This design comes from an exercise in tuning for small area, a short achievable clock period and few clock cycles per item on the open sky130 flow, not from production work. At most, simulation tests tie the RTL to the original design; equivalence was not proved. Function not checked in run 7: the RTL went through the layout flow alone. No activity file was given, so power comes from the tool's default toggle rates.

[flow/design.v]
package psg_pkg;
    localparam int NUM_COEF_FIELDS = 8;
    localparam int COEF_W          = 8;
    localparam int THRESH_W        = 4;
    localparam int SHARE_CNT_W     = 5;
    localparam int VALUE_W         = 8;
    localparam int DEF_MAX_COEFS   = 8;
    localparam int DEF_MAX_SHARES  = 16;
endpackage
module psg_mulj #(
    parameter int J = 1
) (
    input  logic [7:0]  i_a,
    input  logic [7:0]  i_b,
    output logic [11:0] o_v
);
    assign o_v = 12'(J) * 12'(i_a) + 12'(J) * 12'(i_b);
endmodule
module psg_fold (
    input  logic [11:0] i_v,
    output logic [7:0]  o_s
);
    logic [8:0] f;
    logic [9:0] t;
    always_comb begin
        f   = 9'(i_v[7:0]) + 9'(i_v[11:8]) + {3'b0, i_v[11:8], 2'b0};
        t   = 10'(f) + 10'd5;
        o_s = (t[9:8] != 2'b00) ? t[7:0] : f[7:0];
    end
endmodule
module psg_add2 (
    input  logic [7:0] i_a,
    input  logic [7:0] i_b,
    output logic [7:0] o_s
);
    logic [8:0] s;
    logic [8:0] t;
    always_comb begin
        s   = 9'(i_a) + 9'(i_b);
        t   = 9'(i_a) + 9'(i_b) + 9'd5;
        o_s = t[8] ? t[7:0] : s[7:0];
    end
endmodule
module psg_add3 (
    input  logic [8:0] i_a,
    input  logic [8:0] i_b,
    input  logic [8:0] i_c,
    output logic [7:0] o_s
);
    logic [9:0] s0;
    logic [9:0] s1;
    logic [9:0] s2;
    always_comb begin
        s0 = 10'(i_a) + 10'(i_b) + 10'(i_c);
        s1 = 10'(i_a) + 10'(i_b) + 10'(i_c) + 10'd5;      
        s2 = 10'(i_a) + 10'(i_b) + 10'(i_c) + 10'd10;     
        if (s2[9])                 o_s = s2[7:0];
        else if (s1[9:8] != 2'b00) o_s = s1[7:0];
        else                       o_s = s0[7:0];
    end
endmodule
module psg_red2 (
    input  logic [8:0] i_a,
    output logic [7:0] o_s
);
    logic [9:0] s1;
    logic [9:0] s2;
    always_comb begin
        s1 = 10'(i_a) + 10'd5;       
        s2 = 10'(i_a) + 10'd10;      
        if (s2[9])                 o_s = s2[7:0];
        else if (s1[9:8] != 2'b00) o_s = s1[7:0];
        else                       o_s = i_a[7:0];
    end
endmodule
module psg_seq (
    input  logic        i_clk,
    input  logic        i_rst_n,
    input  logic        i_valid,
    input  logic [63:0] i_item,
    input  logic [2:0]  i_deg,       
    input  logic [4:0]  i_n,
    input  logic        i_take,      
    input  logic        i_bvalid_n,  
    output logic        o_full,
    output logic        o_ready,     
    output logic        o_done,
    output logic [4:0]  o_n,
    output logic [63:0] o_tab        
);
    logic        r_full;
    logic        r_ready;
    logic        r_done;
    logic        r_ph;               
    logic [2:0]  r_steps;
    logic [7:2]  r_live;             
    logic [4:0]  r_n;
    logic [7:0]  r_d0;
    logic [7:1][7:0]  r_d;
    logic [7:2][11:0] r_v;
    logic [7:2][11:0] n_v;
    logic [7:1][7:0]  n_d;
    logic [7:2][7:0]  m_d;           
    logic [7:2]       we;            
    logic [7:0]       coef;          
    logic [8:0]       s1;
    assign o_full  = r_full;
    assign o_ready = r_ready;
    assign o_done  = r_done;
    assign o_n     = r_n;
    assign o_tab   = {m_d, r_d[1], r_d0};
    always_comb begin
        for (int j = 2; j < 8; j++) m_d[j] = r_live[j] ? r_d[j] : 8'd0;
        we[2] = 1'b1;
        for (int j = 3; j < 8; j++) we[j] = r_live[j-1];
        coef = 8'd0;
        for (int j = 2; j < 8; j++) if (we[j] && !r_live[j]) coef = r_d[j];
    end
    assign s1 = 9'(r_d[1]) + 9'(r_d0);
    psg_red2 u_red1 (.i_a(s1), .o_s(n_d[1]));
    psg_mulj #(.J(2)) u_mul2 (.i_a(m_d[2]), .i_b(r_d[1]), .o_v(n_v[2]));
    generate
        for (genvar j = 3; j < 7; j++) begin : g_mul
            psg_mulj #(.J(j)) u_mul (.i_a(m_d[j]), .i_b(r_d[j-1]), .o_v(n_v[j]));
        end
        for (genvar j = 2; j < 8; j++) begin : g_fold
            psg_fold u_fold (.i_v(r_v[j]), .o_s(n_d[j]));
        end
    endgenerate
    psg_mulj #(.J(7)) u_mul7 (.i_a(8'd0), .i_b(r_d[6]), .o_v(n_v[7]));
    logic full_n;
    logic done_n;
    always_comb begin
        full_n = r_full;
        done_n = r_done;
        if (r_ready) begin
            full_n = i_valid;
            done_n = i_valid && (i_deg <= 3'd1);
        end else if (i_take) begin
            full_n = 1'b0;
            done_n = 1'b0;
        end else if (r_steps != 3'd0 && r_ph) begin
            done_n = (r_steps == 3'd1);
        end
    end
    always_ff @(posedge i_clk) begin
        if (!i_rst_n) begin
            r_full  <= 1'b0;
            r_ready <= 1'b1;
            r_done  <= 1'b0;
        end else begin
            r_full  <= full_n;
            r_done  <= done_n;
            r_ready <= !full_n || (done_n && !i_bvalid_n);
        end
    end
    always_ff @(posedge i_clk) begin
        if (r_ready) begin
            r_v     <= '0;
            r_v[2]  <= {3'b0, i_item[63:56], 1'b0};
        end else begin
            r_v     <= n_v;
        end
        if (r_ready) begin
            r_ph    <= 1'b1;
            r_live  <= '0;
            r_steps <= (i_deg == 3'd0) ? 3'd0 : i_deg - 3'd1;
            r_n     <= i_n;
            r_d0    <= (i_deg == 3'd0) ? i_item[63:56] : i_item[55:48];
            r_d[1]  <= (i_deg == 3'd0) ? 8'd0 : i_item[63:56];
            for (int j = 2; j < 8; j++) r_d[j] <= i_item[(7-j)*8 +: 8];
        end else if (r_steps != 3'd0) begin
            r_ph <= !r_ph;
            if (r_ph) begin
                r_steps <= r_steps - 3'd1;
                r_live  <= {r_live[6:2], 1'b1};
                r_d0    <= coef;
                r_d[1]  <= n_d[1];
                for (int j = 2; j < 8; j++) if (we[j]) r_d[j] <= n_d[j];
            end
        end
    end
endmodule
module polynomial_share_generator_mod251 (
    input  logic        i_clk,
    input  logic        i_rst_n,
    input  logic        i_cfg_we,
    input  logic [0:0]  i_cfg_idx,
    input  logic [4:0]  i_cfg_data,
    input  logic        i_valid,
    output logic        o_ready,
    input  logic [63:0] i_item,
    output logic        o_valid,
    input  logic        i_ready,
    output logic [13:0] o_item
);
    logic [3:0]  r_threshold;
    logic [4:0]  r_share_count;
    logic [2:0]  deg;
    logic [4:0]  cnt;
    logic        a_full;
    logic        a_done;
    logic [4:0]  a_n;
    logic [63:0] a_tab;
    logic        load;
    logic        r_valid;
    logic        valid_n;
    always_ff @(posedge i_clk) begin
        if (!i_rst_n) begin
            r_threshold   <= 4'd2;
            r_share_count <= 5'd4;
        end else if (i_cfg_we) begin
            if (i_cfg_idx == 1'b0) begin
                r_threshold   <= i_cfg_data[3:0];
            end else begin
                r_share_count <= i_cfg_data;
            end
        end
    end
    always_comb begin
        if (r_threshold == 4'd0)     deg = 3'd0;
        else if (r_threshold > 4'd8) deg = 3'd7;
        else                         deg = 3'(r_threshold - 4'd1);
        if (r_share_count == 5'd0)       cnt = 5'd1;
        else if (r_share_count > 5'd16)  cnt = 5'd16;
        else                             cnt = r_share_count;
    end
    psg_seq u_seq (
        .i_clk    (i_clk),
        .i_rst_n  (i_rst_n),
        .i_valid  (i_valid),
        .i_item   (i_item),
        .i_deg    (deg),
        .i_n      (cnt),
        .i_take   (load),
        .i_bvalid_n (valid_n),
        .o_full   (a_full),
        .o_ready  (o_ready),
        .o_done   (a_done),
        .o_n      (a_n),
        .o_tab    (a_tab)
    );
    logic        r_last;
    logic [4:0]  r_x;
    logic [4:0]  r_n;
    logic [7:0]  r_out;
    logic [7:1][7:0] r_r;
        logic [6:1][7:0] st_r;
    logic [7:0]  ld_out;
    logic [7:0]  st_out;
    logic        step;
    logic        sel_load;
    logic        en;
    assign valid_n = load || (r_valid && !(i_ready && r_last));
    assign sel_load = a_done && (!r_valid || r_last);
    assign load = sel_load && (!r_valid || i_ready);
    assign step = r_valid && i_ready && !r_last;
    assign en   = load || step;
    generate
        for (genvar j = 1; j < 7; j++) begin : g_add
            psg_add2 u_add (.i_a(r_r[j]), .i_b(r_r[j+1]), .o_s(st_r[j]));
        end
    endgenerate
    psg_add3 u_out_ld (.i_a({1'b0, a_tab[7:0]}), .i_b({1'b0, a_tab[15:8]}), .i_c(9'd0), .o_s(ld_out));
    psg_add3 u_out_st (.i_a({1'b0, r_out}), .i_b({1'b0, r_r[1]}), .i_c({1'b0, r_r[2]}), .o_s(st_out));
    always_ff @(posedge i_clk) begin
        if (!i_rst_n) begin
            r_valid <= 1'b0;
        end else begin
            r_valid <= valid_n;
        end
    end
    always_ff @(posedge i_clk) begin
        if (en) begin
            r_x    <= sel_load ? 5'd1 : r_x + 5'd1;
            r_n    <= sel_load ? a_n : r_n;
            r_last <= sel_load ? (a_n == 5'd1) : (r_x + 5'd1 == r_n);
            r_out  <= sel_load ? ld_out : st_out;
            r_r    <= sel_load ? a_tab[63:8] : {r_r[7], st_r};
        end
    end
    assign o_valid = r_valid;
    assign o_item  = {r_x, r_out, r_last};
endmodule
[flow/flow/run.sh]
#!/bin/bash
# Standard layout, with timing repair asked to leave 7.5 ns of setup slack at the design's
# clock period (the standard flow stops repairing once the design meets the period).
set -euo pipefail
bash standard.sh SETUP_SLACK_MARGIN=7.5 finish > flow_standard.log 2>&1
[flow/standard.sh]
#!/bin/bash
# synth_recipe.tcl (not shown) runs the flow's synth.tcl, then flattens the netlist and writes it again
# the make line also repeats each setting of config.mk as NAME=value (left out here)
make -C /OpenROAD-flow-scripts/flow DESIGN_CONFIG=/design/flow/config.mk WORK_HOME=/design/flow/orfs CLKGATE_MAP_FILE= SYNTH_SCRIPT=/design/flow/synth_recipe.tcl "${@:-finish}"
[flow/config.mk]
export PLATFORM = sky130hd
export DESIGN_NAME = polynomial_share_generator_mod251
export DESIGN_NICKNAME = polynomial_share_generator_mod251
export VERILOG_FILES = /design/flow/design.v
export SDC_FILE = /design/flow/constraint.sdc
export NUM_CORES = 4
export LEC_CHECK = 0
export CAP_MARGIN = 20
export CORE_MARGIN = 2
export CORE_UTILIZATION = 40
export SLEW_MARGIN = 20
[flow/constraint.sdc]
create_clock -name core_clock -period 11.0 [get_ports {i_clk}]
set_input_delay 2.2000 -clock core_clock [delete_from_list [all_inputs] [get_ports {i_clk}]]
set_output_delay 2.2000 -clock core_clock [all_outputs]
set_load 0.01 [all_outputs]
==> run_results.csv, run 1 <==
group,metric,value,unit
outcome,outcome,"complete, no violations",
synthesis,synth_compound_gate_area_share,17.5,%
placed_design,gp_congestion,0.860,
global_route,antenna_found_initial,1,
worst_setup_path,cp-end-kind,"flip-flop",
die,fp.coreArea,48800,sq um
finish,syn_to_final_growth,19.9,%
global_route,grt_pass1_wl,82900,um
drt,first_iter_violations,1072,
synthesis,synthMuxAreaShare,2.73,%
power,swShare,45.8,%
clock_network,postCtsHoldBufs,0,
timing,setup_tns,0,ps
finish,drive_gt1_share,12.8,%
worst_setup_path,crit_chain,"buf_4, fa_1, ha_2, a21oi_1, and2_1, nand2_2, xnor2_4, o41ai_4, o21bai_4, a22oi_1, o31a_1, o31a_1",
die,io_pins,91,
clock_network,cts_tree,"yes",
synthesis,syn_area,19800,sq um
synthesis,synth_top_family_by_area,"adder cells",
clock_network,numCtsBuffers,28,
synthesis,synth-simple-area-share,15.6,%
timing,maxSlewViolCount,0,
die,chipHeight,226,um
power,p_sw,3.62,mW
die,core.rowCount,81,
synthesis,ys_seq_area_share,30.7,%
synthesis,synth_ff_type,"edfxtp_1",
global_route,grt_start_max_net_pins,197,
worst_setup_path,slowest_stage,"fa_1",
synthesis,ys_ff_latch,230,
power,p_leak,10.2,nW
synthesis,synth_xor_area_share,8.27,%
clock_network,cts_buffer_depth,3,
worst_setup_path,cpMostUsedCell,"o31a_1",
power,internal-power,4.29,mW
worst_hold_path,min_from,"u_seq.r_n[4]$_SDFFCE_PN0P_",
drt,drc,0,
placed_design,dpl-instance-area,21400,sq um
timing,clock_skew,36.5,ps
finish,antennaDiodeCount,0,
global_route,grt.overflow.total,0,
timing,tightest_slew,967,ps
clock_network,clock-sinks,230,
global_route,grt_pass1_vias,15596,
clock_network,cts_root_buf,"clkbuf_16",
drt,drtPass1Iterations,7,
timing,hold_viol_final,0,
power,peakVddDrop,0.342,mV
synthesis,synth_enable_flop_cells,147,
power,power_density,334,nW/um^2
placed_design,io_buffer_count,90,
synthesis,synth_nets,2498,
worst_setup_path,critical_path_class,"reg2reg",
drt,avgViaCountPerCell,5.37,
drt,vias,15943,
finish,finalNetCount,2655,
placed_design,hpwl,39800,um
drt,routed_wl,52500,um
worst_setup_path,r2r-start,"r_out[5]$_DFFE_PN_",
power,clkPwrFrac,11.9,%
worst_setup_path,path_max_fanout,6,
finish,design_area,23700,sq um
placed_design,pre_cts_slack,6930,ps
timing,rsz0062_at_grt,"yes",
synthesis,syn_inst,2124,
run,drv_cap,0,
power,p_comb_share,69.6,%
global_route,track_usage,20.4,%
worst_setup_path,cp-startpoint,"r_out[5]$_DFFE_PN_",
clock_network,htreeDepth,1,
finish,finish.utilization,48.5,%
worst_hold_path,hold_class,"reg2reg",
timing,max_freq,0.276,GHz
drt,postRouteAntennaNets,0,
timing,hold_ws,481,ps
synthesis,synthAdderAreaFrac,21.7,%
worst_setup_path,max_stage_delay,540,ps
finish,fillers,4608,
timing,final.min_clock_period,3630,ps
drt,wl_per_cell,17.7,um
worst_setup_path,cp.arrival,3960,ps
worst_setup_path,cp.required,11340,ps
synthesis,avgSynthCellArea,9.31,sq um
timing,timing.final.crit_share,33.0,%
synthesis,synth.distinct_cells,84,
die,initial_core_util,40.5,%
clock_network,cts.clk_slew.worst_paths,60,ps
timing,slew_headroom,35.5,%
power,p_seq_share,18.5,%
die,dieArea,51200,sq um
timing,setup_ws,7370,ps
clock_network,clkLatencyLatePin,590,ps
worst_setup_path,start_kind,"flip-flop",
timing,setup_violations,0,
synthesis,postSynth.asyncResetShare,0,%
synthesis,yosys_warnings,6,
die,fp.dieW,226,um
==> sequential cells by signal (all words and copies together), names as in the netlist, 6 cells and up <==
signal / flops
u_seq.r_v: 63
u_seq.r_d: 56
r_r: 56
u_seq.r_live: 6
r_out: 8
u_seq.r_d0: 8
==> critical path: cells and delay by family (launching register included) <==
kind,cells,cell delay (ps)
AND/OR/NAND/NOR,2,340
AO/OA/AOI/OAI,6,1400
flip-flops,1,420
adder cells (fa/ha/maj),2,860
XOR/XNOR,1,190
buffers and inverters,1,160
==> power by group through the flow <==
stage               sequential (mW)  combinational [mW]  clock [mW]
finish                         1.47                5.50       0.938
global route                   1.49                6.06       0.991
CTS                            1.47                4.79       0.958
detailed placement             1.50                4.37           0
global placement               1.50                4.28           0
floorplan                      1.41                3.45           0
==> synth_stat cells, types with 12 or more instances <==
cell	instances	area, sq um
dfxtp_1	83	1660
a21o_1	60	450
clkbuf_1	55	206
a21oi_1	128	641
mux2i_1	31	310
nand4_1	12	75.1
ha_1	228	2850
a31oi_1	13	81.3
mux2_2	19	214
nor3_1	34	170
o21bai_1	31	233
and2_1	54	338
fa_1	71	1420
nand2_1	192	721
nand2b_1	28	175
o21a_1	13	97.6
nand3_1	32	160
edfxtp_1	147	4410
xnor2_1	127	1110
inv_1	122	458
xor2_1	56	490
nor2b_1	55	344
nor2_1	162	608
o21ai_0	160	801
a211oi_1	14	105
o211ai_1	28	210
==> cell type report <==
| type | instances | area [sq um] | area share (%) |
|---|---|---|---|
| inverters | 122 | 458 | 1.93 |
| repair buffers | 186 | 1660 | 7.01 |
| clock inverters | 12 | 116 | 0.491 |
| multi-input cells | 1713 | 13700 | 57.8 |
| flip-flops and latches | 230 | 6090 | 25.7 |
| clock buffers | 40 | 837 | 3.53 |
| well taps | 664 | 831 | 3.51 |
==> through the flow <==
step,instances,total power [mW]
after global routing,2967,8.54
after CTS,2918,7.21
after detailed placement,2826,5.88
after floorplan,2124,4.86
after global placement,2826,5.79
final,2967,7.91
==> cells in the final DEF (no fill, tap or decap), types with 7 or more instances in the layout <==
cell type,n
a211oi_1,10
a21boi_0,7
a21o_1,60
a21oi_1,106
a21oi_2,17
a222oi_1,8
a31oi_1,12
and2_1,47
and3_1,9
buf_4,89
clkbuf_16,29
clkbuf_8,7
clkdlybuf4s15_1,11
clkdlybuf4s50_1,74
dfxtp_1,77
edfxtp_1,147
fa_1,67
ha_1,222
inv_1,119
mux2_2,18
mux2i_1,31
nand2_1,191
nand2b_1,27
nand3_1,31
nand4_1,12
nor2_1,156
nor2b_1,53
nor3_1,31
nor4_1,7
o211ai_1,28
o21a_1,12
o21ai_0,151
o21ai_1,12
o21bai_1,30
or3_1,10
xnor2_1,110
xnor2_2,15
xor2_1,54
==> routing by layer <==
| layer | routed length, um | global-route usage (%) | up-vias | part of all wire (%) |
|---|---|---|---|---|
| met5 | 0 | 0 | - | 0 |
| met4 | 843 | 4.37 | 0 | 1.6 |
| met3 | 2640 | 2.31 | 48 | 5.0 |
| met2 | 23900 | 33.0 | 353 | 45 |
| met1 | 25200 | 29.5 | 7613 | 48 |
| li1 | - | - | 7929 | - |
==> repair_timing <==
item / 4_1_cts / 5_1_grt
gates cloned: 0 / 0
hold endpoints to repair: 0 / 0
gates resized for setup: 79 / 101
setup buffers: 40 / 49
endpoints found under the setup margin: 64 / 84
pin swaps: 14 / 46
==> path summary, 6_finish.rpt <==
kind	endpoint	slack (ps)	cells past startpoint
worst max-delay path	r_out[7]$_DFFE_PN_	7370	12
worst min-delay path	r_n[4]$_DFFE_PP_	480	0
worst max register to register	r_out[7]$_DFFE_PN_	7370	12
worst min register to register	r_n[4]$_DFFE_PP_	480	0
==> logic make-up after synthesis <==
logic type / after synthesis
XOR/XNOR: 185
flip-flops: 230
AO/OA/AOI/OAI: 542
AND/OR/NAND/NOR: 635
buffers and inverters: 181
multiplexers: 51
adder cells (fa/ha/maj): 300
Testbench counts, summed over its fixed seeds: cycles 13,393, shares 13,040.
==> run 2: changes to the inputs <==
==> flow/flow/run.sh (replaced) <==
#!/bin/bash
# Standard layout, with timing repair asked to leave 7.7 ns of setup slack at the design's
# clock period (the standard flow stops repairing once the design meets the period).
set -euo pipefail
bash standard.sh SETUP_SLACK_MARGIN=7.7 finish > flow_standard.log 2>&1
==> run_results.csv, run 2 <==
group,metric,value,unit
placed_design,pre_cts_slack,6980,ps
clock_network,clock-sinks,230,
global_route,grt_pass1_wl,85800,um
global_route,grt.overflow.total,0,
placed_design,dpl-instance-area,21500,sq um
synthesis,synth_xor_area_share,8.27,%
global_route,grt_util_met3,2.41,%
worst_setup_path,path_max_fanout,3,
power,p_seq_share,16.8,%
run,drv_cap,0,
global_route,antenna_found_initial,0,
global_route,met1_usage,30.0,%
synthesis,syn_inst,2124,
synthesis,synthMuxAreaShare,2.73,%
synthesis,avgSynthCellArea,9.31,sq um
timing,rsz0062_at_grt,"yes",
global_route,track_usage,21.3,%
worst_setup_path,cp-end-kind,"flip-flop",
global_route,gr-usage-met2,34.7,%
drt,routed_wl,56200,um
timing,max_freq,0.269,GHz
clock_network,numCtsBuffers,28,
worst_setup_path,start_kind,"flip-flop",
synthesis,yosys.area.top_type,"edfxtp_1",
finish,largest_register_ffs,63,
power,p_leak,10.6,nW
global_route,top_usage_layer,"met2",
placed_design,io_buffer_count,90,
die,fp.dieW,226,um
synthesis,synth.distinct_cells,84,
finish,finalNetCount,2714,
die,core.rowCount,81,
synthesis,syn_area,19800,sq um
finish,finish.utilization,50.6,%
timing,setup_ws,7280,ps
global_route,grt_pass1_vias,15885,
finish,reg.largest.list,"u_seq.r_v: 63 flops, r_r: 56 flops, u_seq.r_d: 56 flops",
power,swShare,45.2,%
synthesis,ys_ff_latch,230,
clock_network,cts.clk_slew.worst_paths,60,ps
timing,hold_ws,483,ps
synthesis,synth_compound_gate_area_share,17.5,%
synthesis,synth_ff_type,"edfxtp_1",
global_route,grt_start_max_net_pins,86,
worst_setup_path,cp.required,11430,ps
timing,hold_viol_final,0,
power,p_sw,3.93,mW
timing,setup_violations,0,
drt,first_iter_violations,1043,
drt,vias,16483,
power,clkPwrFrac,11.4,%
placed_design,hpwl,40700,um
finish,drive_gt1_share,19.1,%
synthesis,synthTopCellsByCount,"228 x ha_1, 192 x nand2_1, 162 x nor2_1",
timing,tightest_slew,898,ps
clock_network,cts_buffer_depth,3,
synthesis,synth_nets,2498,
drt,avgViaCountPerCell,5.45,
synthesis,ys_seq_area_share,30.7,%
synthesis,synth_enable_flop_cells,147,
drt,wl_per_cell,18.6,um
finish,final_common_cell,"ha_1",
power,peakVddDrop,0.376,mV
worst_setup_path,critical_path_class,"reg2reg",
timing,setup_tns,0,ps
drt,drc,0,
clock_network,postCtsHoldBufs,0,
timing,slew_headroom,40.2,%
die,initial_core_util,40.5,%
timing,timing.final.crit_share,33.8,%
finish,fillers,4508,
timing,maxSlewViolCount,0,
die,fp.coreArea,48800,sq um
timing,final.min_clock_period,3720,ps
power,internal-power,4.77,mW
finish,largest-register,"u_seq.r_v",
power,power_density,352,nW/um^2
finish,syn_to_final_growth,25.0,%
worst_hold_path,hold_class,"reg2reg",
synthesis,synth.most_common_cell,"ha_1",
die,dieArea,51200,sq um
synthesis,synthAdderAreaFrac,21.7,%
clock_network,clkLatencyLatePin,570,ps
synthesis,synth_top_family_by_area,"adder cells",
die,io_pins,91,
synthesis,synth_top_area_share,22.3,%
die,chipHeight,226,um
clock_network,cts_root_buf,"clkbuf_16",
finish,antennaDiodeCount,0,
outcome,outcome,"complete, no violations",
worst_setup_path,cp.arrival,4150,ps
timing,clock_skew,20.0,ps
synthesis,yosys_warnings,6,
synthesis,synthTopCellsByArea,"edfxtp_1 22%, ha_1 14%, dfxtp_1 8.4%, fa_1 7.2%, xnor2_1 5.6%",
synthesis,postSynth.asyncResetShare,0,%
finish,design_area,24700,sq um
power,p_comb_share,71.7,%
finish,final_cell_mix,"209 x ha_1, 190 x nand2_1, 154 x nor2_1",
placed_design,gp_congestion,0.850,
clock_network,htreeDepth,1,
synthesis,synth-simple-area-share,15.6,%
clock_network,cts_tree,"yes",
drt,drtPass1Iterations,6,
drt,postRouteAntennaNets,0,
==> run 2: final cells by class <==
| cell class | count | area (sq um) | area share, % |
|---|---|---|---|
| Multi-Input combinational cell | 1714 | 14300 | 57.8 |
| Inverter | 122 | 460 | 1.86 |
| Clock buffer | 30 | 708 | 2.87 |
| Sequential cell | 230 | 6100 | 24.7 |
| Tap cell | 664 | 831 | 3.36 |
| Timing Repair Buffer | 244 | 2050 | 8.30 |
| Clock inverter | 22 | 270 | 1.09 |
==> run 2: logic make-up (layout without fill, tap and decap cells) <==
family / Yosys count / after routing
and+or+nand+nor: 635 / 635
DFF: 230 / 230
muxes: 51 / 51
buffers and inverters: 181 / 418
AOI/OAI and AO/OA: 542 / 542
adders and majority gates: 300 / 300
xor gates and xnor gates: 185 / 186
==> run 2: stage by stage <==
step                      instances  total power [mW]
after floorplan                2124              4.88
after global placement         2829              5.78
after detailed placement       2829              5.87
after CTS                      2956              7.60
after global routing           3026              9.29
final                          3026              8.70
==> run 2: repair_timing <==
action	in CTS	in global routing
endpoints found under the setup margin	155	136
gates cloned	1	0
pin swaps	39	98
resized for setup	162	166
buffers inserted	74	70
==> run 2: per-layer routing <==
metal | share of wire (%) | wire [um]
met1 | 46 | 25900
met2 | 47 | 26200
met3 | 4.6 | 2600
met4 | 2.6 | 1460
met5 | 0 | 0
==> run 2: worst paths after layout <==
kind                                 start                             to  slack (ps)  depth (start not counted)
max reg2reg               r_r[1]$_DFFE_PN_             r_out[7]$_DFFE_PN_        7280                         15
max                       r_r[1]$_DFFE_PN_             r_out[7]$_DFFE_PN_        7280                         15
min          r_share_count[3]$_SDFFE_PN0P_  r_share_count[3]$_SDFFE_PN0P_         480                          2
min reg2reg  r_share_count[3]$_SDFFE_PN0P_  r_share_count[3]$_SDFFE_PN0P_         480                          2
==> run 2: worst max-delay path: stages, from the launching register on <==
cell	delay (ps)
edfxtp_1	420
fa_1	560
ha_2	180
inv_2	40
fa_2	360
nand2b_4	150
a21oi_2	140
xor2_1	190
buf_4	160
inv_4	40
o41ai_4	400
o21bai_4	210
a22oi_2	90
buf_4	150
nor4_2	260
o31a_1	200
==> run 2: power groups by stage <==
stage | Sequential, mW | Clock, mW | Combinational (mW)
after detailed placement | 1.51 | 0 | 4.36
after global routing | 1.49 | 1.05 | 6.76
after global placement | 1.51 | 0 | 4.27
final | 1.46 | 0.996 | 6.24
after CTS | 1.47 | 1.01 | 5.12
after floorplan | 1.41 | 0 | 3.47
==> run 3: changes to the inputs <==
==> flow/flow/run.sh (replaced) <==
#!/bin/bash
# Standard layout, with timing repair asked to leave 7.0 ns of setup slack at the design's
# clock period (the standard flow stops repairing once the design meets the period).
set -euo pipefail
bash standard.sh SETUP_SLACK_MARGIN=7.0 finish > flow_standard.log 2>&1
==> run_results.csv, run 3 <==
group,metric,value,unit
drt,postRouteAntennaNets,0,
finish,reg.largest.list,"u_seq.r_v: 63 flops, r_r: 56 flops, u_seq.r_d: 56 flops",
worst_setup_path,cp.depth,1,
timing,setup_tns,0,ps
drt,drtPass1Iterations,7,
worst_setup_path,cp.arrival,1760,ps
worst_setup_path,r2r-end,"u_seq.r_v[47]$_SDFF_PP0_",
synthesis,synth-simple-area-share,15.6,%
synthesis,yosys.area.top_type,"edfxtp_1",
power,p_sw,3.22,mW
global_route,grt_start_max_net_pins,66,
worst_setup_path,slowest_stage,"clkdlybuf4s50_1",
global_route,track_usage,20.1,%
worst_setup_path,cp_num_buf_inv,1,
synthesis,synthTopCellsByArea,"edfxtp_1 22%, ha_1 14%, dfxtp_1 8.4%, fa_1 7.2%, xnor2_1 5.6%",
timing,rsz0062_at_grt,"yes",
synthesis,synthMuxAreaShare,2.73,%
worst_setup_path,cp-startpoint,"u_seq.r_ready$_SDFF_PN1_",
timing,setup_violations,0,
die,fp.dieW,226,um
die,fp.coreArea,48800,sq um
timing,maxSlewViolCount,0,
outcome,outcome,"complete, no violations",
worst_setup_path,endpoint,"o_ready",
clock_network,clkLatencyLatePin,570,ps
worst_setup_path,cp-end-kind,"primary output",
synthesis,syn_inst,2124,
die,core.rowCount,81,
placed_design,gp_congestion,0.905,
synthesis,synth_top_area_share,22.3,%
timing,hold_viol_final,0,
synthesis,postSynth.asyncResetShare,0,%
worst_setup_path,reg2reg_depth,16,
synthesis,synth_enable_flop_cells,147,
synthesis,synthTopCellsByCount,"228 x ha_1, 192 x nand2_1, 162 x nor2_1",
power,p_comb_share,65.2,%
synthesis,synth.most_common_cell,"ha_1",
worst_setup_path,max_stage_delay,610,ps
clock_network,htreeDepth,1,
finish,final_cell_mix,"228 x ha_1, 192 x nand2_1, 161 x nor2_1",
clock_network,cts_tree,"yes",
power,p_seq_share,21.0,%
finish,largest_register_ffs,63,
timing,max_freq,0.253,GHz
placed_design,io_buffer_count,90,
run,drv_cap,0,
power,internal-power,3.78,mW
drt,drc,0,
finish,drive_gt1_share,5.57,%
power,clkPwrFrac,13.8,%
die,initial_core_util,40.5,%
drt,avgViaCountPerCell,5.39,
synthesis,synth_ff_type,"edfxtp_1",
finish,antennaDiodeCount,0,
synthesis,synth_nets,2498,
die,io_pins,91,
worst_hold_path,hold_class,"reg2reg",
clock_network,numCtsBuffers,28,
global_route,grt_pass1_wl,81400,um
synthesis,ys_seq_area_share,30.7,%
clock_network,cts.clk_slew.worst_paths,60,ps
finish,finalNetCount,2580,
worst_setup_path,r2r-start,"u_seq.r_d[35]$_DFFE_PP_",
power,p_leak,9.58,nW
worst_setup_path,crit_chain,"clkdlybuf4s50_1",
worst_setup_path,critical_path.top_delay_family,"buffers and inverters",
clock_network,cts_buffer_depth,3,
synthesis,yosys_warnings,6,
clock_network,clock-sinks,230,
drt,wl_per_cell,17.9,um
power,power_density,311,nW/um^2
synthesis,synth_xor_area_share,8.27,%
power,peakVddDrop,0.275,mV
worst_setup_path,path_max_fanout,34,
synthesis,synth_top_family_by_area,"adder cells",
worst_setup_path,ff2ff_setup_slack,7140,ps
finish,largest-register,"u_seq.r_v",
power,p_total,7.00,mW
power,swShare,46.0,%
worst_setup_path,critical_path_class,"reg2out",
finish,syn_to_final_growth,13.7,%
synthesis,ys_ff_latch,230,
clock_network,cts_root_buf,"clkbuf_16",
worst_setup_path,start_kind,"flip-flop",
placed_design,hpwl,40700,um
die,dieArea,51200,sq um
global_route,grt_pass1_vias,15062,
synthesis,syn_area,19800,sq um
timing,clock_skew,10.7,ps
timing,timing.final.crit_share,36.0,%
finish,final_common_cell,"ha_1",
finish,fillers,4748,
die,chipHeight,226,um
drt,vias,15585,
global_route,antenna_found_initial,1,
synthesis,avgSynthCellArea,9.31,sq um
synthesis,synth.distinct_cells,84,
drt,first_iter_violations,963,
timing,final.min_clock_period,3960,ps
drt,routed_wl,51700,um
synthesis,synthAdderAreaFrac,21.7,%
synthesis,synth_compound_gate_area_share,17.5,%
finish,finish.utilization,46.0,%
timing,slew_headroom,41.7,%
global_route,grt.overflow.total,0,
worst_setup_path,cp.required,8800,ps
timing,tightest_slew,874,ps
run 3: cell types whose count changed in the layout (fill, tap and decap cells not counted), sizes merged:
cell	delta
clkdlybuf4s15	-1
inv	+1
xnor2	-1
clkinv	-8
bufinv	-3
buf	-146
clkinvlp	+4
clkdlybuf4s50	+16
clkbuf	+4
run 3: layer usage:
layer	up-vias	wire (um)	global-route usage, %
met4	0	1140	4.99
met3	53	2480	2.29
li1	7768	-	-
met5	-	0	0
met2	348	22400	30.9
met1	7416	25700	30.1
run 3: kinds of logic after synthesis:
family / count (synthesis)
AO/OA/AOI/OAI: 542
XOR/XNOR: 185
adder cells (fa/ha/maj): 300
buffers and inverters: 181
flip-flops: 230
multiplexers: 51
AND/OR/NAND/NOR: 635
run 3: timing repair:
action | in CTS | in global routing
pin swaps | 0 | 2
resized for setup | 4 | 12
endpoints found under the hold margin | 0 | 0
setup buffers | 0 | 11
setup endpoints to repair | 5 | 18
hold buffers | 0 | 0
run 3: cell type report:
class	count	area [sq um]	share of cell area, %
inverters	122	458	2.04
well taps	664	831	3.70
clock inverters	16	179	0.796
repair buffers	111	1060	4.71
clock buffers	36	783	3.48
flip-flops and latches	230	6090	27.1
multi-input cells	1713	13100	58.2
run 3: metrics by stage:
step	hold slack (ps)	worst slack [ps]	instances	cell area, sq um
finish	455	7040	2892	22500
global route	464	6910	2892	22500
CTS	451	6960	2881	22300
detailed placement	442	6720	2829	21400
global placement	435	6840	2829	21400
floorplan	426	7130	2124	19800
run 3: power by group through the flow:
stage | logic [mW] | clock network (mW) | registers (mW)
2_1_floorplan | 3.39 | 0 | 1.41
3_3_place_gp | 4.19 | 0 | 1.49
3_5_place_dp | 4.28 | 0 | 1.49
4_1_cts | 4.36 | 0.986 | 1.48
5_1_grt | 5.11 | 1.02 | 1.49
6_report | 4.56 | 0.967 | 1.47
run 3: worst min path at each step:
stage | from | endpoint | slack [ps] | cells past startpoint
global placement | u_seq.r_n[4]$_SDFFCE_PN0P_ | r_n[4]$_DFFE_PP_ | 430 | 0
global route | u_seq.r_n[0]$_SDFFCE_PN1P_ | r_n[0]$_DFFE_PP_ | 460 | 0
detailed placement | u_seq.r_n[3]$_SDFFCE_PP0P_ | r_n[3]$_DFFE_PP_ | 440 | 0
floorplan | u_seq.r_n[0]$_SDFFCE_PN1P_ | r_n[0]$_DFFE_PP_ | 430 | 0
CTS | u_seq.r_n[0]$_SDFFCE_PN1P_ | r_n[0]$_DFFE_PP_ | 450 | 0
finish | u_seq.r_n[0]$_SDFFCE_PN1P_ | r_n[0]$_DFFE_PP_ | 460 | 0
==> run 4: changes to the inputs <==
==> flow/flow/run.sh (replaced) <==
#!/bin/bash
# Standard layout, with timing repair asked to leave 7.4 ns of setup slack at the design's
# clock period (the standard flow stops repairing once the design meets the period).
set -euo pipefail
bash standard.sh SETUP_SLACK_MARGIN=7.4 finish > flow_standard.log 2>&1
==> run_results.csv, run 4 <==
group,metric,value,unit
outcome,outcome,"complete, no violations",
drt,routed_wl,52200,um
power,power_density,330,nW/um^2
worst_setup_path,crit_chain,"fa_1, ha_2, inv_2, fa_2, nand2b_4, a21oi_4, xor2_2, inv_2, o41ai_4, o21bai_4, a22oi_2, o31a_1, o31a_1",
finish,finalNetCount,2638,
clock_network,cts.clk_slew.worst_paths,60,ps
placed_design,hpwl,40000,um
global_route,grt_start_max_net_pins,82,
drt,drtPass1Iterations,5,
worst_setup_path,path_max_fanout,3,
finish,drive_gt1_share,10.9,%
synthesis,synth_nets,2498,
placed_design,place_inst,2828,
clock_network,cts_tree,"yes",
die,io_pins,91,
timing,slew_headroom,34.0,%
clock_network,clkLatencyLatePin,570,ps
worst_setup_path,cp-end-kind,"flip-flop",
synthesis,yosys_warnings,6,
worst_setup_path,cp_num_buf_inv,2,
clock_network,numCtsBuffers,29,
timing,hold_viol_final,0,
die,initial_core_util,40.5,%
synthesis,synthTopCellsByCount,"228 x ha_1, 192 x nand2_1, 162 x nor2_1",
placed_design,io_buffer_count,90,
finish,instances_no_fill,2951,
global_route,grt_pass1_wl,82100,um
finish,largest_register_ffs,63,
finish,final_common_cell,"ha_1",
power,p_total,7.70,mW
die,fp.dieW,226,um
drt,vias,15963,
global_route,grt_pass1_vias,15391,
clock_network,cts_root_buf,"clkbuf_16",
synthesis,synth_enable_flop_cells,147,
timing,timing.final.crit_share,33.9,%
clock_network,cts_buffer_depth,3,
synthesis,syn_area,19800,sq um
synthesis,synth_top_area_share,22.3,%
clock_network,clock-sinks,230,
drt,wl_per_cell,17.7,um
worst_setup_path,reg2reg_depth,13,
synthesis,syn_inst,2124,
timing,maxSlewViolCount,0,
run,drv_cap,0,
finish,final_cell_mix,"224 x ha_1, 191 x nand2_1, 157 x nor2_1",
drt,avgViaCountPerCell,5.41,
finish,fillers,4656,
clock_network,postCtsHoldBufs,0,
power,p_leak,10.0,nW
synthesis,synthTopCellsByArea,"edfxtp_1 22%, ha_1 14%, dfxtp_1 8.4%, fa_1 7.2%, xnor2_1 5.6%",
die,dieArea,51200,sq um
drt,postRouteAntennaNets,0,
synthesis,synth.most_common_cell,"ha_1",
finish,syn_to_final_growth,18.0,%
die,core.rowCount,81,
finish,largest-register,"u_seq.r_v",
global_route,track_usage,20.2,%
worst_setup_path,max_stage_delay,550,ps
timing,max_freq,0.268,GHz
worst_setup_path,cp.arrival,4060,ps
timing,clock_skew,23.2,ps
timing,final.min_clock_period,3730,ps
worst_hold_path,hold_class,"reg2reg",
finish,antennaDiodeCount,0,
synthesis,yosys.area.top_type,"edfxtp_1",
clock_network,htreeDepth,1,
drt,drc,0,
timing,setup_violations,0,
worst_setup_path,cp.depth,13,
worst_hold_path,worstHoldPathCells,0,
die,chipHeight,226,um
synthesis,avgSynthCellArea,9.31,sq um
worst_setup_path,critical_path.top_delay_family,"compound AO/OA/AOI/OAI gates",
synthesis,synth.distinct_cells,84,
die,fp.coreArea,48800,sq um
finish,reg.largest.list,"u_seq.r_v: 63 flops, r_r: 56 flops, u_seq.r_d: 56 flops",
global_route,antenna_found_initial,0,
power,peakVddDrop,0.320,mV
synthesis,synth_ff_type,"edfxtp_1",
timing,tightest_slew,988,ps
synthesis,ys_seq_area_share,30.7,%
drt,first_iter_violations,1109,
worst_setup_path,start_kind,"flip-flop",
placed_design,gp_congestion,0.888,
timing,setup_tns,0,ps
synthesis,postSynth.asyncResetShare,0,%
worst_setup_path,critical_path_class,"reg2reg",
worst_setup_path,cp.required,11330,ps
worst_setup_path,slowest_stage,"fa_1",
timing,rsz0062_at_grt,"yes",
synthesis,ys_ff_latch,230,
global_route,grt.overflow.total,0,
## run 4: path summary, 6_finish.rpt
| path | startpoint | to | slack [ps] |
|---|---|---|---|
| worst max-delay path | r_out[1]$_DFFE_PN_ | r_out[7]$_DFFE_PN_ | 7270 |
| worst min-delay path | u_seq.r_n[1]$_SDFFCE_PP0P_ | r_n[1]$_DFFE_PP_ | 470 |
| worst max register to register | r_out[1]$_DFFE_PN_ | r_out[7]$_DFFE_PN_ | 7270 |
| worst min register to register | u_seq.r_n[1]$_SDFFCE_PP0P_ | r_n[1]$_DFFE_PP_ | 470 |
## run 4: layer usage
metal | global-route usage, % | wire length, um | up-vias
met1 | 28.9 | 24700 | 7609
met2 | 32.4 | 23800 | 378
met5 | 0 | 0 | -
met3 | 2.32 | 2510 | 74
li1 | - | - | 7902
met4 | 5.41 | 1170 | 0
## run 4: layout make-up
cell class / count / area (sq um) / area share [%]
flip-flops and latches: 230 / 6090 / 26.1
multi-input cells: 1715 / 13600 / 58.1
well taps: 664 / 831 / 3.56
clock buffers: 33 / 761 / 3.26
clock inverters: 21 / 159 / 0.682
repair buffers: 166 / 1460 / 6.26
inverters: 122 / 458 / 1.96
## run 4: per-stage QoR
| stage | instance area (sq um) | hold slack (ps) | setup WS [ps] | util, % |
|---|---|---|---|---|
| after CTS | 22500 | 469 | 7300 | 46.1 |
| after global placement | 21400 | 438 | 6480 | 43.8 |
| final | 23300 | 471 | 7270 | 47.7 |
| after global routing | 23300 | 489 | 7170 | 47.7 |
| after floorplan | 19800 | 426 | 7330 | - |
| after detailed placement | 21400 | 459 | 6440 | 43.8 |
## run 4: where the power goes
| part | internal [mW] | switching, mW | leakage (nW) |
|---|---|---|---|
| combinational | 2.32 | 3.00 | 7.42 |
| sequential | 1.27 | 0.189 | 2.16 |
| clock | 0.540 | 0.385 | 0.456 |
| total | 4.13 | 3.57 | 10.0 |
## run 4: cells by family (layout without fill, tap and decap cells)
family,count (synthesis),in the layout,share of synthesized area [%]
simple gates,635,635,15.6
compound gates,542,543,17.5
fa+ha+maj,300,300,21.7
flops,230,230,30.7
xor+xnor,185,186,8.27
buf+inv,181,342,3.46
mux,51,51,2.73
## run 4: worst reg2reg max path, stage by stage (launching register included)
cell	delay (ps)
edfxtp_1	410
fa_1	550
ha_2	180
inv_2	40
fa_2	430
nand2b_4	180
a21oi_4	180
xor2_2	220
inv_2	90
o41ai_4	400
o21bai_4	200
a22oi_2	90
o31a_1	290
o31a_1	230
## run 4: what timing repair did
item / in CTS / in global routing
buffers inserted: 20 / 47
setup endpoints to repair: 83 / 60
pin swaps: 6 / 44
cloned: 1 / 1
gates resized for setup: 38 / 81
==> run 5: changes to the inputs <==
==> flow/flow/run.sh (replaced) <==
#!/bin/bash
# Standard layout, with timing repair asked to leave 7.2 ns of setup slack at the design's
# clock period (the standard flow stops repairing once the design meets the period).
set -euo pipefail
bash standard.sh SETUP_SLACK_MARGIN=7.2 finish > flow_standard.log 2>&1
==> run_results.csv, run 5 <==
group,metric,value,unit
worst_hold_path,hold_class,"reg2reg",
timing,setup_violations,0,
clock_network,numCtsBuffers,27,
timing,slew_headroom,43.1,%
worst_setup_path,slowest_stage,"clkdlybuf4s50_1",
global_route,grt_start_max_net_pins,75,
die,initial_core_util,40.5,%
die,core.rowCount,81,
timing,clock_skew,18.4,ps
drt,avgViaCountPerCell,5.41,
clock_network,cts.clk_slew.worst_paths,70,ps
power,power_density,319,nW/um^2
synthesis,synth_enable_flop_cells,147,
die,dieArea,51200,sq um
global_route,grt.overflow.total,0,
run,drv_cap,0,
synthesis,synth_ff_type,"edfxtp_1",
timing,final.min_clock_period,3740,ps
worst_setup_path,path_max_fanout,2,
synthesis,yosys.area.top_type,"edfxtp_1",
timing,setup_tns,0,ps
drt,drc,0,
synthesis,syn_inst,2124,
clock_network,htreeDepth,1,
timing,max_freq,0.267,GHz
worst_setup_path,crit_chain,"clkdlybuf4s50_1",
worst_setup_path,max_stage_delay,600,ps
placed_design,place_inst,2828,
placed_design,io_buffer_count,90,
die,chipHeight,226,um
worst_setup_path,cp.arrival,1540,ps
power,peakVddDrop,0.284,mV
die,fp.coreArea,48800,sq um
global_route,antenna_found_initial,1,
timing,maxSlewViolCount,0,
worst_setup_path,critical_path.top_delay_family,"buffers and inverters",
die,io_pins,91,
synthesis,synthTopCellsByArea,"edfxtp_1 22%, ha_1 14%, dfxtp_1 8.4%, fa_1 7.2%, xnor2_1 5.6%",
timing,timing.final.crit_share,34.0,%
finish,largest-register,"u_seq.r_v",
worst_setup_path,cp.depth,1,
synthesis,synth_nets,2498,
synthesis,avgSynthCellArea,9.31,sq um
worst_hold_path,worstHoldPathCells,0,
global_route,grt_pass1_wl,81600,um
finish,reg.largest.list,"u_seq.r_v: 63 flops, r_r: 56 flops, u_seq.r_d: 56 flops",
worst_setup_path,critical_path_class,"reg2out",
finish,final_common_cell,"ha_1",
synthesis,ys_seq_area_share,30.7,%
drt,postRouteAntennaNets,0,
finish,finalNetCount,2587,
timing,hold_viol_final,0,
finish,antennaDiodeCount,0,
worst_setup_path,cp.required,8800,ps
synthesis,postSynth.asyncResetShare,0,%
finish,syn_to_final_growth,14.7,%
drt,wl_per_cell,18.0,um
outcome,outcome,"complete, no violations",
timing,tightest_slew,854,ps
synthesis,synth_top_area_share,22.3,%
timing,rsz0062_at_grt,"yes",
clock_network,cts_tree,"yes",
clock_network,clkLatencyLatePin,570,ps
clock_network,cts_buffer_depth,3,
clock_network,cts_root_buf,"clkbuf_16",
finish,final_cell_mix,"228 x ha_1, 192 x nand2_1, 160 x nor2_1",
worst_setup_path,cp_num_buf_inv,1,
clock_network,clock-sinks,230,
synthesis,syn_area,19800,sq um
worst_setup_path,cp-end-kind,"primary output",
drt,first_iter_violations,1049,
synthesis,yosys_warnings,6,
drt,drtPass1Iterations,7,
finish,fillers,4677,
placed_design,gp_congestion,0.887,
finish,largest_register_ffs,63,
finish,drive_gt1_share,6.71,%
worst_setup_path,reg2reg_depth,14,
global_route,grt_pass1_vias,15083,
die,fp.dieW,226,um
drt,vias,15677,
power,p_leak,9.72,nW
placed_design,hpwl,40800,um
global_route,track_usage,20.2,%
synthesis,synth.distinct_cells,84,
synthesis,synthTopCellsByCount,"228 x ha_1, 192 x nand2_1, 162 x nor2_1",
finish,finish.utilization,46.4,%
synthesis,synth.most_common_cell,"ha_1",
clock_network,postCtsHoldBufs,0,
synthesis,ys_ff_latch,230,
worst_setup_path,start_kind,"flip-flop",
finish,instances_no_fill,2898,
drt,routed_wl,52200,um
==> run 5: cell counts after synthesis <==
No cell type changed its count.
==> run 5: repair_timing <==
action	4_1_cts	5_1_grt
endpoints found under the setup margin	17	42
resized for setup	9	38
setup buffers	8	12
pin swaps	0	13
hold endpoints to repair	0	0
==> run 5: area by class of cell <==
type	count	area, sq um	area share, %
Multi-Input combinational cell	1713	13200	58.4
Sequential cell	230	6090	26.8
Timing Repair Buffer	119	1130	4.99
Tap cell	664	831	3.67
Clock buffer	31	701	3.09
Inverter	122	458	2.02
Clock inverter	19	230	1.02
==> run 5: per-stage QoR <==
stage               total power [mW]  worst slack [ps]  hold WS [ps]  cell area (sq um)
floorplan                       4.80              7200           426              19800
global placement                5.68              6670           439              21400
detailed placement              5.77              6620           441              21400
CTS                             6.87              7160           458              22400
global route                    7.85              7140           484              22700
finish                          7.23              7260           454              22700
==> run 5: cells by family after synthesis <==
logic type / count (synthesis) / share of synthesized area [%]
and+or+nand+nor: 635 / 15.6
buffers and inverters: 181 / 3.46
DFF: 230 / 30.7
AOI/OAI and AO/OA: 542 / 17.5
adders and majority gates: 300 / 21.7
muxes: 51 / 2.73
xor gates and xnor gates: 185 / 8.27
==> run 5: final timing paths <==
kind,start,to,slack (ps)
setup reg to reg,r_out[1]$_DFFE_PN_,r_out[7]$_DFFE_PN_,7310
hold reg to reg,u_seq.r_n[4]$_SDFFCE_PN0P_,r_n[4]$_DFFE_PP_,450
hold / removal,u_seq.r_n[4]$_SDFFCE_PN0P_,r_n[4]$_DFFE_PP_,450
setup / recovery,r_out[2]$_DFFE_PN_,o_item[3],7260
==> run 5: power breakdown <==
group	switching, mW	internal [mW]
Sequential	0.189	1.27
Combinational	2.75	2.06
Clock	0.387	0.574
==> run 5: routing by layer <==
layer	wire length, um	up-vias	global-route usage [%]
met5	0	-	0
met4	1210	0	5.73
met3	2520	59	2.11
met2	23000	366	31.1
met1	25500	7461	29.9
li1	-	7791	-
==> run 6: changes to the inputs <==
==> flow/flow/run.sh (replaced) <==
#!/bin/bash
# Standard layout, with timing repair asked to leave 7.3 ns of setup slack at the design's
# clock period (the standard flow stops repairing once the design meets the period).
set -euo pipefail
bash standard.sh SETUP_SLACK_MARGIN=7.3 finish > flow_standard.log 2>&1
==> run_results.csv, run 6 <==
group,metric,value,unit
synthesis,ys_ff_latch,230,
worst_setup_path,cp.required,8800,ps
worst_setup_path,max_stage_delay,420,ps
finish,antennaDiodeCount,0,
synthesis,yosys.area.top_type,"edfxtp_1",
die,io_pins,91,
drt,drtPass1Iterations,5,
timing,setup_tns,0,ps
drt,vias,15865,
power,peakVddDrop,0.337,mV
synthesis,syn_inst,2124,
timing,hold_viol_final,0,
global_route,antenna_found_initial,1,
global_route,grt_pass1_wl,83300,um
finish,drive_gt1_share,9.01,%
finish,final_cell_mix,"226 x ha_1, 191 x nand2_1, 160 x nor2_1",
worst_setup_path,start_kind,"flip-flop",
finish,finalNetCount,2614,
timing,setup_ws,7350,ps
clock_network,cts.clk_slew.worst_paths,60,ps
synthesis,synth.distinct_cells,84,
synthesis,synthTopCellsByArea,"edfxtp_1 22%, ha_1 14%, dfxtp_1 8.4%, fa_1 7.2%, xnor2_1 5.6%",
global_route,grt.overflow.total,0,
synthesis,yosys_warnings,6,
clock_network,htreeDepth,1,
timing,final.min_clock_period,3650,ps
clock_network,cts_tree,"yes",
global_route,grt_start_max_net_pins,106,
finish,largest-register,"u_seq.r_v",
synthesis,synth_ff_type,"edfxtp_1",
worst_setup_path,cp-end-kind,"primary output",
synthesis,postSynth.asyncResetShare,0,%
clock_network,cts_root_buf,"clkbuf_16",
finish,final_common_cell,"ha_1",
timing,max_freq,0.274,GHz
drt,drc,0,
run,drv_cap,0,
synthesis,synth_nets,2498,
worst_setup_path,cp.arrival,1450,ps
placed_design,hpwl,40600,um
timing,slew_headroom,33.3,%
timing,rsz0062_at_grt,"yes",
synthesis,synth_top_area_share,22.3,%
synthesis,synthTopCellsByCount,"228 x ha_1, 192 x nand2_1, 162 x nor2_1",
die,dieArea,51200,sq um
timing,clock_skew,21.2,ps
clock_network,clock-sinks,230,
timing,timing.final.crit_share,33.2,%
timing,tightest_slew,1000,ps
synthesis,synth.most_common_cell,"ha_1",
synthesis,synth_enable_flop_cells,147,
die,fp.coreArea,48800,sq um
die,initial_core_util,40.5,%
worst_hold_path,hold_class,"reg2reg",
drt,routed_wl,52900,um
finish,reg.largest.list,"u_seq.r_v: 63 flops, r_r: 56 flops, u_seq.r_d: 56 flops",
placed_design,io_buffer_count,90,
power,p_leak,9.94,nW
global_route,grt_pass1_vias,15381,
worst_setup_path,slowest_stage,"edfxtp_1",
die,fp.dieW,226,um
die,core.rowCount,81,
worst_setup_path,crit_chain,"buf_4, dlygate4sd2_1",
drt,first_iter_violations,1236,
drt,postRouteAntennaNets,0,
timing,setup_violations,0,
finish,syn_to_final_growth,16.8,%
placed_design,gp_congestion,0.890,
worst_setup_path,r2r-start,"r_r[9]$_DFFE_PN_",
worst_setup_path,path_max_fanout,2,
worst_setup_path,critical_path_class,"reg2out",
global_route,track_usage,20.6,%
clock_network,cts_buffer_depth,3,
synthesis,avgSynthCellArea,9.31,sq um
synthesis,ys_seq_area_share,30.7,%
finish,largest_register_ffs,63,
synthesis,syn_area,19800,sq um
power,power_density,324,nW/um^2
drt,avgViaCountPerCell,5.42,
worst_setup_path,cp-startpoint,"r_out[1]$_DFFE_PN_",
outcome,outcome,"complete, no violations",
clock_network,numCtsBuffers,29,
placed_design,pre_cts_slack,6580,ps
die,chipHeight,226,um
worst_hold_path,min_from,"u_seq.r_n[1]$_SDFFCE_PP0P_",
drt,wl_per_cell,18.1,um
timing,maxSlewViolCount,0,
clock_network,clkLatencyLatePin,590,ps
-- run 6: area by class of cell --
cell class                      count  area [sq um]
Fill cell                        4766         25800
Inverter                          122           458
Clock buffer                       34           786
Multi-Input combinational cell   1713         13400
Clock inverter                     20           264
Timing Repair Buffer              144          1290
Tap cell                          664           831
Sequential cell                   230          6090
-- run 6: logic make-up (layout without fill, tap and decap cells) --
family / Yosys count / count (layout) / synth area share [%]
buf+inv: 181 / 320 / 3.46
simple gates: 635 / 635 / 15.6
compound gates: 542 / 542 / 17.5
xor+xnor: 185 / 185 / 8.27
flops: 230 / 230 / 30.7
fa+ha+maj: 300 / 300 / 21.7
mux: 51 / 51 / 2.73
-- run 6: power breakdown --
group | switching, mW | internal [mW]
Clock | 0.405 | 0.633
Sequential | 0.197 | 1.27
Combinational | 2.84 | 2.14
-- run 6: final timing paths --
| kind | end | slack [ps] | cells after the start |
|---|---|---|---|
| setup / recovery | o_item[2] | 7350 | 2 |
| hold / removal | r_n[1]$_DFFE_PP_ | 470 | 0 |
| setup reg to reg | r_out[7]$_DFFE_PN_ | 7410 | 13 |
| hold reg to reg | r_n[1]$_DFFE_PP_ | 470 | 0 |
-- run 6: worst max-delay path, delay by kind of cell (launching register included) --
family / cells / cell delay (ps)
buffers and inverters: 2 / 440
flip-flops: 1 / 420
-- run 6: layer usage --
metal	global-route usage, %	wire (um)	vias to the layer above
met3	2.84	2820	73
met4	6.03	1470	0
li1	-	-	7835
met1	29.6	25200	7575
met5	0	0	-
met2	32.2	23400	382
-- run 6: metrics by stage --
| stage | total power, mW | std cells | utilization, % | hold WS, ps | instance area [sq um] |
|---|---|---|---|---|---|
| after global placement | 5.69 | 2826 | 43.7 | 449 | 21300 |
| final | 7.48 | 2927 | 47.3 | 469 | 23100 |
| after CTS | 6.99 | 2901 | 46.3 | 469 | 22600 |
| after detailed placement | 5.78 | 2826 | 43.7 | 452 | 21300 |
| after floorplan | 4.80 | 2124 | - | 426 | 19800 |
| after global routing | 8.08 | 2927 | 47.3 | 484 | 23100 |
-- run 6: what timing repair did --
item | 4_1_cts | 5_1_grt
resized for setup | 32 | 56
hold buffers | 0 | 0
setup endpoints to repair | 37 | 53
hold endpoints to repair | 0 | 0
buffers inserted | 21 | 26
pin swaps | 5 | 24
==> run 7: changes to the inputs <==
--- a/flow/design.v
+++ b/flow/design.v
@@ -42,4 +42,40 @@
     end
 endmodule
+module psg_add3c (
+    input  logic [8:0] i_a,
+    input  logic [8:0] i_b,
+    input  logic [8:0] i_c,
+    output logic [7:0] o_s
+);
+    logic [8:0] x;
+    logic [9:0] y;
+    logic [9:0] s0;
+    logic [9:0] s1;
+    logic [9:0] s2;
+    always_comb begin
+        x  = i_a ^ i_b ^ i_c;
+        y  = {(i_a & i_b) | (i_a & i_c) | (i_b & i_c), 1'b0};
+        s0 = 10'(x) + y;
+        s1 = 10'(x) + y + 10'd5;      
+        s2 = 10'(x) + y + 10'd10;     
+        if (s2[9])                 o_s = s2[7:0];
+        else if (s1[9:8] != 2'b00) o_s = s1[7:0];
+        else                       o_s = s0[7:0];
+    end
+endmodule
+module psg_red2 (
+    input  logic [8:0] i_a,
+    output logic [7:0] o_s
+);
+    logic [9:0] s1;
+    logic [9:0] s2;
+    always_comb begin
+        s1 = 10'(i_a) + 10'd5;       
+        s2 = 10'(i_a) + 10'd10;      
+        if (s2[9])                 o_s = s2[7:0];
+        else if (s1[9:8] != 2'b00) o_s = s1[7:0];
+        else                       o_s = i_a[7:0];
+    end
+endmodule
 module psg_add3 (
     input  logic [8:0] i_a,
@@ -58,18 +94,4 @@
         else if (s1[9:8] != 2'b00) o_s = s1[7:0];
         else                       o_s = s0[7:0];
-    end
-endmodule
-module psg_red2 (
-    input  logic [8:0] i_a,
-    output logic [7:0] o_s
-);
-    logic [9:0] s1;
-    logic [9:0] s2;
-    always_comb begin
-        s1 = 10'(i_a) + 10'd5;       
-        s2 = 10'(i_a) + 10'd10;      
-        if (s2[9])                 o_s = s2[7:0];
-        else if (s1[9:8] != 2'b00) o_s = s1[7:0];
-        else                       o_s = i_a[7:0];
     end
 endmodule
@@ -159,8 +181,4 @@
             r_v     <= '0;
             r_v[2]  <= {3'b0, i_item[63:56], 1'b0};
-        end else begin
-            r_v     <= n_v;
-        end
-        if (r_ready) begin
             r_ph    <= 1'b1;
             r_live  <= '0;
@@ -171,4 +189,5 @@
             for (int j = 2; j < 8; j++) r_d[j] <= i_item[(7-j)*8 +: 8];
         end else if (r_steps != 3'd0) begin
+            r_v  <= n_v;
             r_ph <= !r_ph;
             if (r_ph) begin
@@ -263,5 +282,5 @@
     endgenerate
     psg_add3 u_out_ld (.i_a({1'b0, a_tab[7:0]}), .i_b({1'b0, a_tab[15:8]}), .i_c(9'd0), .o_s(ld_out));
-    psg_add3 u_out_st (.i_a({1'b0, r_out}), .i_b({1'b0, r_r[1]}), .i_c({1'b0, r_r[2]}), .o_s(st_out));
+    psg_add3c u_out_st (.i_a({1'b0, r_out}), .i_b({1'b0, r_r[1]}), .i_c({1'b0, r_r[2]}), .o_s(st_out));
     always_ff @(posedge i_clk) begin
         if (!i_rst_n) begin
==> flow/flow/run.sh (replaced) <==
#!/bin/bash
# Standard layout, with timing repair asked to leave 7.5 ns of setup slack at the design's
# clock period (the standard flow stops repairing once the design meets the period).
set -euo pipefail
bash standard.sh SETUP_SLACK_MARGIN=7.5 finish > flow_standard.log 2>&1
==> run_results.csv, run 7 <==
group,metric,value,unit
finish,regArea,6170,sq um
global_route,antenna_found_initial,1,
worst_setup_path,cp-end-kind,"flip-flop",
synthesis,yosys.area.top_type,"edfxtp_1",
timing,timing.final.crit_share,33.6,%
clock_network,cts_tree,"yes",
finish,reg.largest.list,"u_seq.r_v: 63 flops, r_r: 56 flops, u_seq.r_d: 56 flops",
worst_setup_path,start_kind,"flip-flop",
synthesis,avgSynthCellArea,9.13,sq um
placed_design,place_inst,2955,
clock_network,htreeDepth,1,
timing,rsz0062_at_grt,"yes",
timing,hold_viol_final,0,
power,p_leak,10.3,nW
die,io_pins,91,
outcome,outcome,"complete, no violations",
worst_setup_path,reg2reg_depth,13,
power,p_seq_share,17.9,%
clock_network,cts_buffer_depth,3,
die,dieArea,53200,sq um
die,fp.coreArea,51000,sq um
worst_setup_path,path_max_fanout,5,
synthesis,synthTopCellsByCount,"244 x nand2_1, 228 x ha_1, 171 x a21oi_1",
power,internal-power,4.40,mW
synthesis,synth_ff_type,"edfxtp_1",
drt,wl_met3,2200,um
timing,maxSlewViolCount,0,
placed_design,hpwl,41400,um
die,core.rowCount,83,
drt,wl_per_cell,18.0,um
global_route,track_usage,20.7,%
finish,drive_gt1_share,13.1,%
drt,routed_wl,55600,um
synthesis,synthTopCellsByArea,"edfxtp_1 23%, ha_1 14%, dfxtp_1 7.3%, fa_1 6.9%, xnor2_1 4.7%",
finish,multi_input_area,14300,sq um
finish,final_cell_mix,"241 x nand2_1, 217 x ha_1, 155 x edfxtp_1",
timing,clock_skew,17.6,ps
finish,instances_no_fill,3081,
synthesis,syn_inst,2248,
synthesis,ys_ff_latch,230,
clock_network,numCtsBuffers,29,
drt,postRouteAntennaNets,0,
worst_hold_path,min_to,"r_n[1]$_DFFE_PP_",
synthesis,synth.distinct_cells,100,
worst_setup_path,max_stage_delay,560,ps
timing,setup_tns,0,ps
die,initial_core_util,40.3,%
drt,avgViaCountPerCell,5.48,
synthesis,synth_enable_flop_cells,155,
clock_network,clkLatencyLatePin,580,ps
placed_design,io_buffer_count,90,
finish,syn_to_final_growth,18.9,%
timing,final.min_clock_period,3700,ps
timing,setup_violations,0,
worst_setup_path,slowest_stage,"fa_1",
timing,max_freq,0.270,GHz
finish,largest_register_ffs,63,
drt,first_iter_violations,1142,
finish,final_common_cell,"nand2_1",
worst_setup_path,cp.arrival,4020,ps
synthesis,yosys_warnings,7,
synthesis,postSynth.asyncResetShare,0,%
power,p_comb_share,69.3,%
worst_setup_path,crit_chain,"fa_1, ha_2, inv_2, fa_2, and2b_2, o221ai_4, a21oi_2, nand3b_1, o21ba_4, o21ai_4, a31oi_1, xnor2_1, mux2_4",
placed_design,gp_congestion,0.862,
finish,finalNetCount,2752,
worst_setup_path,ff2ff_setup_slack,7300,ps
global_route,grt_pass1_vias,16650,
die,fp.dieW,231,um
worst_setup_path,critical_path_class,"reg2reg",
drt,vias,16878,
worst_setup_path,r2r-end,"r_out[3]$_DFFE_PN_",
power,clkPwrFrac,12.7,%
global_route,grt_pass1_wl,88800,um
clock_network,cts_root_buf,"clkbuf_16",
drt,drtPass1Iterations,8,
clock_network,clock-sinks,230,
finish,largest-register,"u_seq.r_v",
power,p_sw,3.82,mW
power,swShare,46.5,%
power,power_density,336,nW/um^2
worst_hold_path,hold_class,"reg2reg",
run,drv_cap,0,
timing,slew_headroom,45.2,%
drt,wl_met1,25700,um
global_route,grt_start_max_net_pins,71,
synthesis,ys_seq_area_share,30.0,%
worst_hold_path,worstHoldPathCells,0,
synthesis,syn_area,20500,sq um
die,chipHeight,231,um
drt,drc,0,
synthesis,synth.most_common_cell,"nand2_1",
global_route,grt.overflow.total,0,
power,peakVddDrop,0.308,mV
finish,fillers,4747,
timing,tightest_slew,813,ps
finish,antennaDiodeCount,0,
drt,wl_met2,25100,um
drt,highest_layer,"met4",
worst_setup_path,r2r-start,"r_r[9]$_DFFE_PN_",
synthesis,synth_top_area_share,22.7,%
worst_hold_path,min_from,"u_seq.r_n[1]$_SDFFCE_PP0P_",
synthesis,synth_nets,2622,
worst_setup_path,cp.required,11320,ps
clock_network,cts.clk_slew.worst_paths,60,ps
==> run 7: cell types whose count changed in the layout (fill, tap and decap cells not counted), moves of 9 or more <==
cell           change
dlygate4sd2_1     -12
nand2_1           +50
nor2b_1           -32
xnor2_1           -20
ha_1               -9
buf_4             +24
nor2_1            -11
nand2b_1           -9
a21oi_1           +33
o21a_1             +9
inv_1             +12
a21oi_2           +18
==> run 7: timing repair <==
item                       CTS  global route
hold buffers                 0             0
resized for setup           67            87
setup endpoints to repair   52           108
setup buffers               42            30
pin swaps                   26            37
==> run 7: critical path, delay by kind of cell (launching register included) <==
family / cells / cell delay [ps]
xor+xnor: 1 / 160
buf+inv: 1 / 40
compound gates: 5 / 980
flops: 1 / 430
simple gates: 2 / 490
mux: 1 / 270
fa+ha+maj: 3 / 1100
==> run 7: worst max path at each step <==
stage	start	endpoint	slack [ps]	cells after the start
floorplan	i_ready	r_last$_DFFE_PN_	7330	2
global placement	i_ready	u_seq.r_done$_SDFF_PN0_	6840	5
detailed placement	i_ready	u_seq.r_done$_SDFF_PN0_	6780	5
CTS	u_seq.r_ready$_SDFF_PN1_	o_ready	7310	1
global route	r_r[9]$_DFFE_PN_	r_out[3]$_DFFE_PN_	7190	13
finish	r_r[9]$_DFFE_PN_	r_out[3]$_DFFE_PN_	7300	13
==> run 7: power groups by stage <==
| stage | logic (mW) | clock network [mW] | registers [mW] |
|---|---|---|---|
| 4_1_cts | 5.24 | 1.06 | 1.47 |
| 5_1_grt | 6.26 | 1.09 | 1.49 |
| 3_5_place_dp | 4.69 | 0 | 1.52 |
| 2_1_floorplan | 3.76 | 0 | 1.41 |
| 3_3_place_gp | 4.61 | 0 | 1.52 |
| 6_report | 5.69 | 1.05 | 1.47 |
==> run 7: area by class of cell <==
| cell class | count | share of cell area (%) |
|---|---|---|
| timing repair buffer | 171 | 6.23 |
| tap | 680 | 3.49 |
| clock buffer | 39 | 3.50 |
| clock inverter | 15 | 0.800 |
| inverter | 137 | 2.11 |
| multi-input combinational | 1809 | 58.6 |
| sequential | 230 | 25.3 |
==> run 7: metal layers <==
metal  up-vias  track usage (%)
met2       349             33.1
met3       110             2.26
met5         -                0
met4         0             9.50
met1      8077             28.2
li1       8342                -
==> run 7: stage by stage <==
| stage | power, mW | utilization (%) | worst slack (ps) | hold slack (ps) | cell area (sq um) |
|---|---|---|---|---|---|
| after global routing | 8.84 | 47.9 | 7190 | 463 | 24400 |
| after CTS | 7.78 | 46.6 | 7310 | 448 | 23800 |
| after detailed placement | 6.21 | 43.5 | 6780 | 435 | 22200 |
| after global placement | 6.13 | 43.5 | 6840 | 433 | 22200 |
| after floorplan | 5.17 | - | 7330 | 426 | 20700 |
| final | 8.21 | 47.9 | 7300 | 447 | 24400 |
==> run 7: cells by family after synthesis <==
kind of cell	after synthesis	share of synthesized area [%]
flip-flops	230	30.0
multiplexers	50	2.54
XOR/XNOR	173	7.49
buffers and inverters	209	3.86
AO/OA/AOI/OAI	622	19.7
adder cells (fa/ha/maj)	300	20.9
AND/OR/NAND/NOR	664	15.5

[re-timing with driven ports]
In the flow no input, the clock included, has a driving cell. The finished layouts below were timed again as built, in two steps.
Step 1 assumes that a clkbuf_16 drives the clock port and a buf_2 every other input.
Step 2 moves the port delays by t, midway between the first and last clock arrival at a register: inputs arrive t later, outputs are due t later. That takes back most of the time a late clock gives input paths.
Slacks: ideal / step 1 / step 2; pairs: ideal / step 1.
| run | t (ns) | setup WS [ns] | hold slack, ns | worst setup path after step 2 | pins driven straight from the clock port |
|---|---|---|---|---|---|
| run 1 | 0.629 | 7.374 / 7.360 / 7.101 | 0.481 / 0.481 / 0.481 | input to register | 1 |
| run 2 | 0.624 | 7.284 / 7.284 / 7.154 | 0.483 / 0.483 / 0.483 | input to register | 1 |
| run 3 | 0.617 | 7.040 / 6.986 / 6.862 | 0.455 / 0.455 / 0.455 | input to register | 1 |
| run 4 | 0.619 | 7.269 / 7.269 / 6.911 | 0.471 / 0.471 / 0.471 | input to register | 1 |
| run 5 | 0.612 | 7.258 / 7.201 / 6.879 | 0.454 / 0.454 / 0.454 | input to register | 1 |
| run 6 | 0.637 | 7.347 / 7.292 / 6.792 | 0.469 / 0.469 / 0.469 | input to register | 1 |
| run 7 | 0.625 | 7.302 / 7.302 / 7.119 | 0.447 / 0.447 / 0.447 | input to register | 1 |
After both steps every run listed still meets setup and hold. The setup slack of run 6, which loses most, moves by -0.055 ns with the drivers and by -0.555 ns with both steps.
